Context: an optimization exercise on an open-source flow, tuned for small area, a short achievable clock period and few clock cycles. The choices shown serve that exercise and are no tape-out recipe.
RTL that was checked went through simulation tests only; none was proved equivalent to the original.

==> inputs of run C <==
## nmea_gga_position_parser
module nmea_gga_position_parser (
  input  logic        clk_i,
  input  logic        rst_ni,
  input  logic        in_valid_i,
  output logic        in_stall_o,
  input  logic [7:0]  rx_byte_i,
  output logic        out_valid_o,
  input  logic        out_stall_i,
  output logic [29:0] lat_e7_o,
  output logic [30:0] lon_e7_o,
  output logic        lat_ok_o,
  output logic        lon_ok_o,
  input  logic        cfg_valid_i,
  output logic        cfg_ready_o,
  input  logic [7:0]  cfg_field_separator_i
);
clock: 7.5 ns
lec_check: 0
cap_margin: 20
core_margin: 2
core_utilization: 40
slew_margin: 20
run.sh (not shown) runs the stock make flow with config.mk's settings and CLKGATE_MAP_FILE= SYNTH_SCRIPT=/design/flow/synth_recipe.tcl, a recipe that flattens the netlist after the stock synthesis.
==> inputs of run D, as changes to run C <==
--- a/flow/design.v
+++ b/flow/design.v
@@ -21,21 +21,44 @@
   output logic        lon_ok_o,
   input  logic        cfg_valid_i,
   output logic        cfg_ready_o,
   input  logic [7:0]  cfg_field_separator_i
 );
-  function automatic logic [6:0] step_tab(input logic [1:0] r, input logic [3:0] d);
-    logic [5:0] s;
-    s = 6'(r) * 6'd10 + 6'(d) * 6'd2;
-    step_tab[6:2] = 5'(d) + 5'(s / 6'd3);
-    step_tab[1:0] = 2'(s % 6'd3);
-  endfunction
-  function automatic logic [8:0] point_tab(input logic [3:0] t, input logic [3:0] u);
-    logic [7:0] s;
-    s = 8'(t) * 8'd20 + 8'(u) * 8'd2;
-    point_tab[8:2] = 7'(s / 8'd3);
-    point_tab[1:0] = 2'(s % 8'd3);
+  function automatic logic [5:0] qstep(input logic [1:0] r, input logic [3:0] t);
+    case ({r, t})
+      6'd0: qstep = {4'd0, 2'd0};
+      6'd1: qstep = {4'd0, 2'd2};
+      6'd2: qstep = {4'd1, 2'd1};
+      6'd3: qstep = {4'd2, 2'd0};
+      6'd4: qstep = {4'd2, 2'd2};
+      6'd5: qstep = {4'd3, 2'd1};
+      6'd6: qstep = {4'd4, 2'd0};
+      6'd7: qstep = {4'd4, 2'd2};
+      6'd8: qstep = {4'd5, 2'd1};
+      6'd9: qstep = {4'd6, 2'd0};
+      6'd16: qstep = {4'd3, 2'd1};
+      6'd17: qstep = {4'd4, 2'd0};
+      6'd18: qstep = {4'd4, 2'd2};
+      6'd19: qstep = {4'd5, 2'd1};
+      6'd20: qstep = {4'd6, 2'd0};
+      6'd21: qstep = {4'd6, 2'd2};
+      6'd22: qstep = {4'd7, 2'd1};
+      6'd23: qstep = {4'd8, 2'd0};
+      6'd24: qstep = {4'd8, 2'd2};
+      6'd25: qstep = {4'd9, 2'd1};
+      6'd32: qstep = {4'd6, 2'd2};
+      6'd33: qstep = {4'd7, 2'd1};
+      6'd34: qstep = {4'd8, 2'd0};
+      6'd35: qstep = {4'd8, 2'd2};
+      6'd36: qstep = {4'd9, 2'd1};
+      6'd37: qstep = {4'd10, 2'd0};
+      6'd38: qstep = {4'd10, 2'd2};
+      6'd39: qstep = {4'd11, 2'd1};
+      6'd40: qstep = {4'd12, 2'd0};
+      6'd41: qstep = {4'd12, 2'd2};
+      default: qstep = 6'd0;
+    endcase
   endfunction
   function automatic logic [7:0] hdr_char(input logic [2:0] pos);
     case (pos)
       3'd1:    hdr_char = 8'h47;   
       3'd2:    hdr_char = 8'h50;   
@@ -58,10 +81,12 @@
   logic [3:0]  t_q, t_d;
   logic [3:0]  u_q, u_d;
   logic [2:0]  n_q, n_d;          
   logic [1:0]  r_q, r_d;
   logic        big_q, big_d;
+  logic [4:0]  eq_q, eq_d;
+  logic [4:0]  ea_q, ea_d;        
   logic        pad_q, pad_d;
   logic        ptgt_q, ptgt_d;
   logic [29:0] lat_q, lat_d;
   logic [30:0] lon_q, lon_d;
   logic        latok_q, latok_d;
@@ -107,34 +132,41 @@
   assign ev_close = ((ev_c && is_sep) || ev_nl) && body && tfld;
   assign ev_clr   = ev_c && (pos_q == 3'd2);
   assign ok_close = dig_q && pt_q && !bad_q;
   assign match    = hdr_q && (pos_q >= 3'd6);
   assign emit_now = ev_nl && match;
-  logic        tsel;
+  logic        qmode;
   logic [30:0] vsel;
-  logic [3:0]  dd;
-  logic [6:0]  st;
+  logic [5:0]  qs;
   logic [4:0]  e;
   logic [30:0] hsum;
-  logic [8:0]  pq;
-  logic [14:0] psum;
-  logic        int_dig, frac_dig, pt_step, big_det, pad_close, hwr;
-  assign tsel = pad_q ? ptgt_q : ftgt;
-  assign vsel = tsel ? lon_q : {1'b0, lat_q};
-  assign int_dig   = ev_fc && is_dig && !pt_q && !big_q;
-  assign frac_dig  = ev_fc && is_dig && pt_q && !big_q && (n_q != 3'd5);
-  assign pt_step   = ev_fc && is_pt && !pt_q && !big_q;
-  assign big_det   = int_dig && (tsel ? (vsel >= 31'd1800) : (vsel >= 31'd900));
-  assign pad_close = ev_close && ok_close && !big_q && (n_q != 3'd5);
-  assign hwr       = (int_dig && !big_det) || frac_dig || pad_close || pad_q;
-  assign dd   = (ev_fc && is_dig) ? dgt : 4'd0;
-  assign st   = step_tab(r_q, dd);
-  assign e    = (pt_q || pad_q) ? st[6:2] : {1'b0, dgt};
-  assign hsum = {vsel[27:0], 3'b000} + {vsel[29:0], 1'b0} + 31'(e);
-  assign pq   = point_tab(t_q, u_q);
-  assign psum = vsel[14:0] + 15'(pq[8:2]);
+  logic        int_dig, frac_dig, pt_step, big_det, close_step, hwr;
+  assign vsel = lon_q;
+  assign qmode = pt_q || pad_q || !byte_q[4];
+  assign qs    = qstep(r_q, t_q);
+  assign e     = !byte_q[4] ? eq_q : ea_q;
+  logic [30:0] ca, cb, cc, cs, ck;
+  assign ca = {vsel[27:0], 3'b000};
+  assign cb = {vsel[29:0], 1'b0};
+  assign cc = 31'(e);
+  assign cs = ca ^ cb ^ cc;
+  assign ck = (ca & cb) | (ca & cc) | (cb & cc);
+  assign hsum = cs + {ck[29:0], 1'b0};
+  assign int_dig    = ev_fc && is_dig && !pt_q && !big_q;
+  assign frac_dig   = ev_fc && is_dig && pt_q && !big_q && (n_q <= 3'd5);
+  assign pt_step    = ev_fc && is_pt && !pt_q && !big_q;
+  assign big_det    = (int_dig && (ftgt ? (vsel[7:0] >= 8'd18) : (vsel[7:0] >= 8'd9))) ||
+                      (pt_step && (t_q >= 4'd6) && (ftgt ? (vsel[7:0] == 8'd179) : (vsel[7:0] == 8'd89)));
+  assign close_step = ev_close && ok_close && !big_q;
+  assign hwr        = ((int_dig || pt_step) && !big_det) || frac_dig || close_step || pad_q;
+  logic lat_last;
+  assign lat_last   = (n_q == 3'd6) && ((close_step && !ftgt) || (pad_q && !ptgt_q));
   logic go;
+  logic [5:0] qs_d;
+  assign qs_d = qstep(r_d, t_d);
+  assign eq_d = 5'(t_d) + 5'(qs_d[5:2]);
+  assign ea_d = (pt_d || pad_d) ? eq_d : {1'b0, t_d};
   always_comb begin
     pos_d   = pos_q;
     hdr_d   = hdr_q;
     fld_d   = fld_q;
     pt_d    = pt_q;
@@ -149,15 +181,14 @@
     ptgt_d  = ptgt_q;
     lat_d   = lat_q;
     lon_d   = lon_q;
     latok_d = latok_q;
     lonok_d = lonok_q;
-    if (lat_q > LAT_MAX) lat_d = LAT_MAX;
-    if (lon_q > LON_MAX) lon_d = LON_MAX;
     if (pad_q) begin
       n_d = n_q + 3'd1;
-      if (n_q == 3'd4) begin
+      r_d = qs[1:0];
+      if (n_q == 3'd6) begin
         pad_d = 1'b0;
         n_d   = '0;
         r_d   = '0;
       end
     end
@@ -172,31 +203,39 @@
     end
     if (ev_fc) begin
       if (is_pt) begin
         bad_d = bad_q || pt_q;
         pt_d  = 1'b1;
-        if (pt_step) r_d = pq[1:0];
+        if (big_det) big_d = 1'b1;
+        if (pt_step) begin
+          n_d = 3'd1;
+          r_d = qs[1:0];
+          t_d = u_q;
+        end
       end else if (is_dig) begin
         dig_d = 1'b1;
         if (!pt_q) begin
           t_d = u_q;
           u_d = dgt;
           if (big_det) big_d = 1'b1;
         end else if (frac_dig) begin
           n_d = n_q + 3'd1;
-          r_d = st[1:0];
+          r_d = qs[1:0];
+          t_d = dgt;
         end
       end else begin
         bad_d = 1'b1;
       end
     end
     if (ev_close) begin
-      if (pad_close) begin
+      if (close_step) begin
         n_d    = n_q + 3'd1;
-        pad_d  = n_q != 3'd4;
+        r_d    = qs[1:0];
+        t_d    = '0;
+        pad_d  = n_q != 3'd6;
         ptgt_d = ftgt;
-        if (n_q == 3'd4) begin
+        if (n_q == 3'd6) begin
           n_d = '0;
           r_d = '0;
         end
       end else begin
         n_d   = '0;
@@ -212,25 +251,22 @@
       dig_d = 1'b0;
       bad_d = 1'b0;
       t_d   = '0;
       u_d   = '0;
     end
-    if (hwr) begin
-      if (tsel) lon_d = hsum;
-      else      lat_d = hsum[29:0];
-    end
-    if (pt_step) begin
-      if (tsel) lon_d = 31'(psum);
-      else      lat_d = 30'(psum);
-    end
-    if (big_det) begin
-      if (tsel) lon_d = LON_MAX;
-      else      lat_d = LAT_MAX;
-    end
-    if (ev_close && !ok_close) begin
-      if (ftgt) lon_d = '0;
-      else      lat_d = '0;
+    if (hwr) lon_d = hsum;
+    if (ev_close && !close_step) begin
+      if (ftgt) begin
+        lon_d = ok_close ? LON_MAX : 31'd0;
+      end else begin
+        lat_d = ok_close ? LAT_MAX : 30'd0;
+        lon_d = '0;
+      end
+    end
+    if (lat_last) begin
+      lat_d = hsum[29:0];
+      lon_d = '0;
     end
     if (ev_clr) begin
       lat_d   = '0;
       lon_d   = '0;
       latok_d = 1'b0;
@@ -239,15 +275,15 @@
       n_d     = '0;
       r_d     = '0;
       big_d   = 1'b0;
     end
   end
-  assign go     = (emit_now || emit_q) && !pad_q && !pad_close;
+  assign go     = (emit_now || emit_q) && !pad_q && !(close_step && (n_q != 3'd6));
   assign ov_d   = (ov_q && out_stall_i) || go;
   assign emit_d = (emit_now || emit_q) && !go;
   assign stall_d = ((ov_d || emit_d) && (pos_d != 3'd0)) ||
-                   (pad_d && (n_d <= 3'd3) && ((fld_d == 3'd2) || (fld_d == 3'd3)));
+                   (pad_d && (n_d <= 3'd5) && ((fld_d == 3'd2) || (fld_d == 3'd3)));
   always_ff @(posedge clk_i or negedge rst_ni) begin
     if (!rst_ni) begin
       stall_q <= 1'b0;
       pos_q   <= '0;
       hdr_q   <= 1'b1;
@@ -272,10 +308,12 @@
     t_q     <= t_d;
     u_q     <= u_d;
     n_q     <= n_d;
     r_q     <= r_d;
     big_q   <= big_d;
+    eq_q    <= eq_d;
+    ea_q    <= ea_d;
     ptgt_q  <= ptgt_d;
     lat_q   <= lat_d;
     lon_q   <= lon_d;
     latok_q <= latok_d;
     lonok_q <= lonok_d;
==> flow/flow/run.sh (new file) <==
#!/bin/bash
# Standard layout, but the port buffers are buf_2 cells instead of the
# default pick, which is a slow delay buffer.
set -euo pipefail
export BUFFER_PORTS_ARGS="-buffer_cell sky130_fd_sc_hd__buf_2"
bash standard.sh > standard.log 2>&1
==> flow/standard.sh (new file) <==
#!/bin/bash
# synth_recipe.tcl (not shown) runs the flow's synth.tcl, then flattens the netlist and writes it again
# the make line also repeats each setting of config.mk as NAME=value (left out here)
make -C /OpenROAD-flow-scripts/flow DESIGN_CONFIG=/design/flow/config.mk WORK_HOME=/design/flow/orfs CLKGATE_MAP_FILE= SYNTH_SCRIPT=/design/flow/synth_recipe.tcl "${@:-finish}"
- SETUP_SLACK_MARGIN: unset -> 3
removed: flow/run.sh
==> summary of the runs <==
- Between run D and run C, the lower critical path depth is in run D (gap 26).
- Of run C and run D, run D has the higher worst setup slack (gap 4200 ps).
- In run D the die area is smaller than in run C, by about 20%.
- Between run D and run C, the lower core utilization is in run D (gap 6.4 points).
- Between run D and run C, the lower non-clock buffer count is in run D (gap 112).
- Run D ran to the end with no violations. Run C finished but fails on setup timing.
Testbench counts of run C, summed over its fixed seeds: cycles 28,337.
No functional check of the RTL was part of run D.

port drivers added, routing unchanged:
The flow's constraints put no driver on any port. The routed layouts listed below were extracted and timed again, unchanged, in two steps. Step 1 (the two cells are an assumption about what drives the block):
set clk [get_ports {clk_i}]
set_driving_cell -lib_cell sky130_fd_sc_hd__clkbuf_16 $clk
set_driving_cell -lib_cell sky130_fd_sc_hd__buf_2 [delete_from_list [all_inputs] $clk]
Step 2 moves the port delays by t, midway between the first and last clock arrival at a register: inputs arrive t later, outputs are due t later. That takes back most of the time a late clock gives input paths. a / b / c = ideal ports / drivers / drivers and shift; a / b = the first two.
run	t (ns)	setup slack, ns	cell pins on the clock port's net
run C	0.413	-1.079 / -1.079 / -1.079	1
run D	0.466	3.162 / 3.162 / 3.162	1
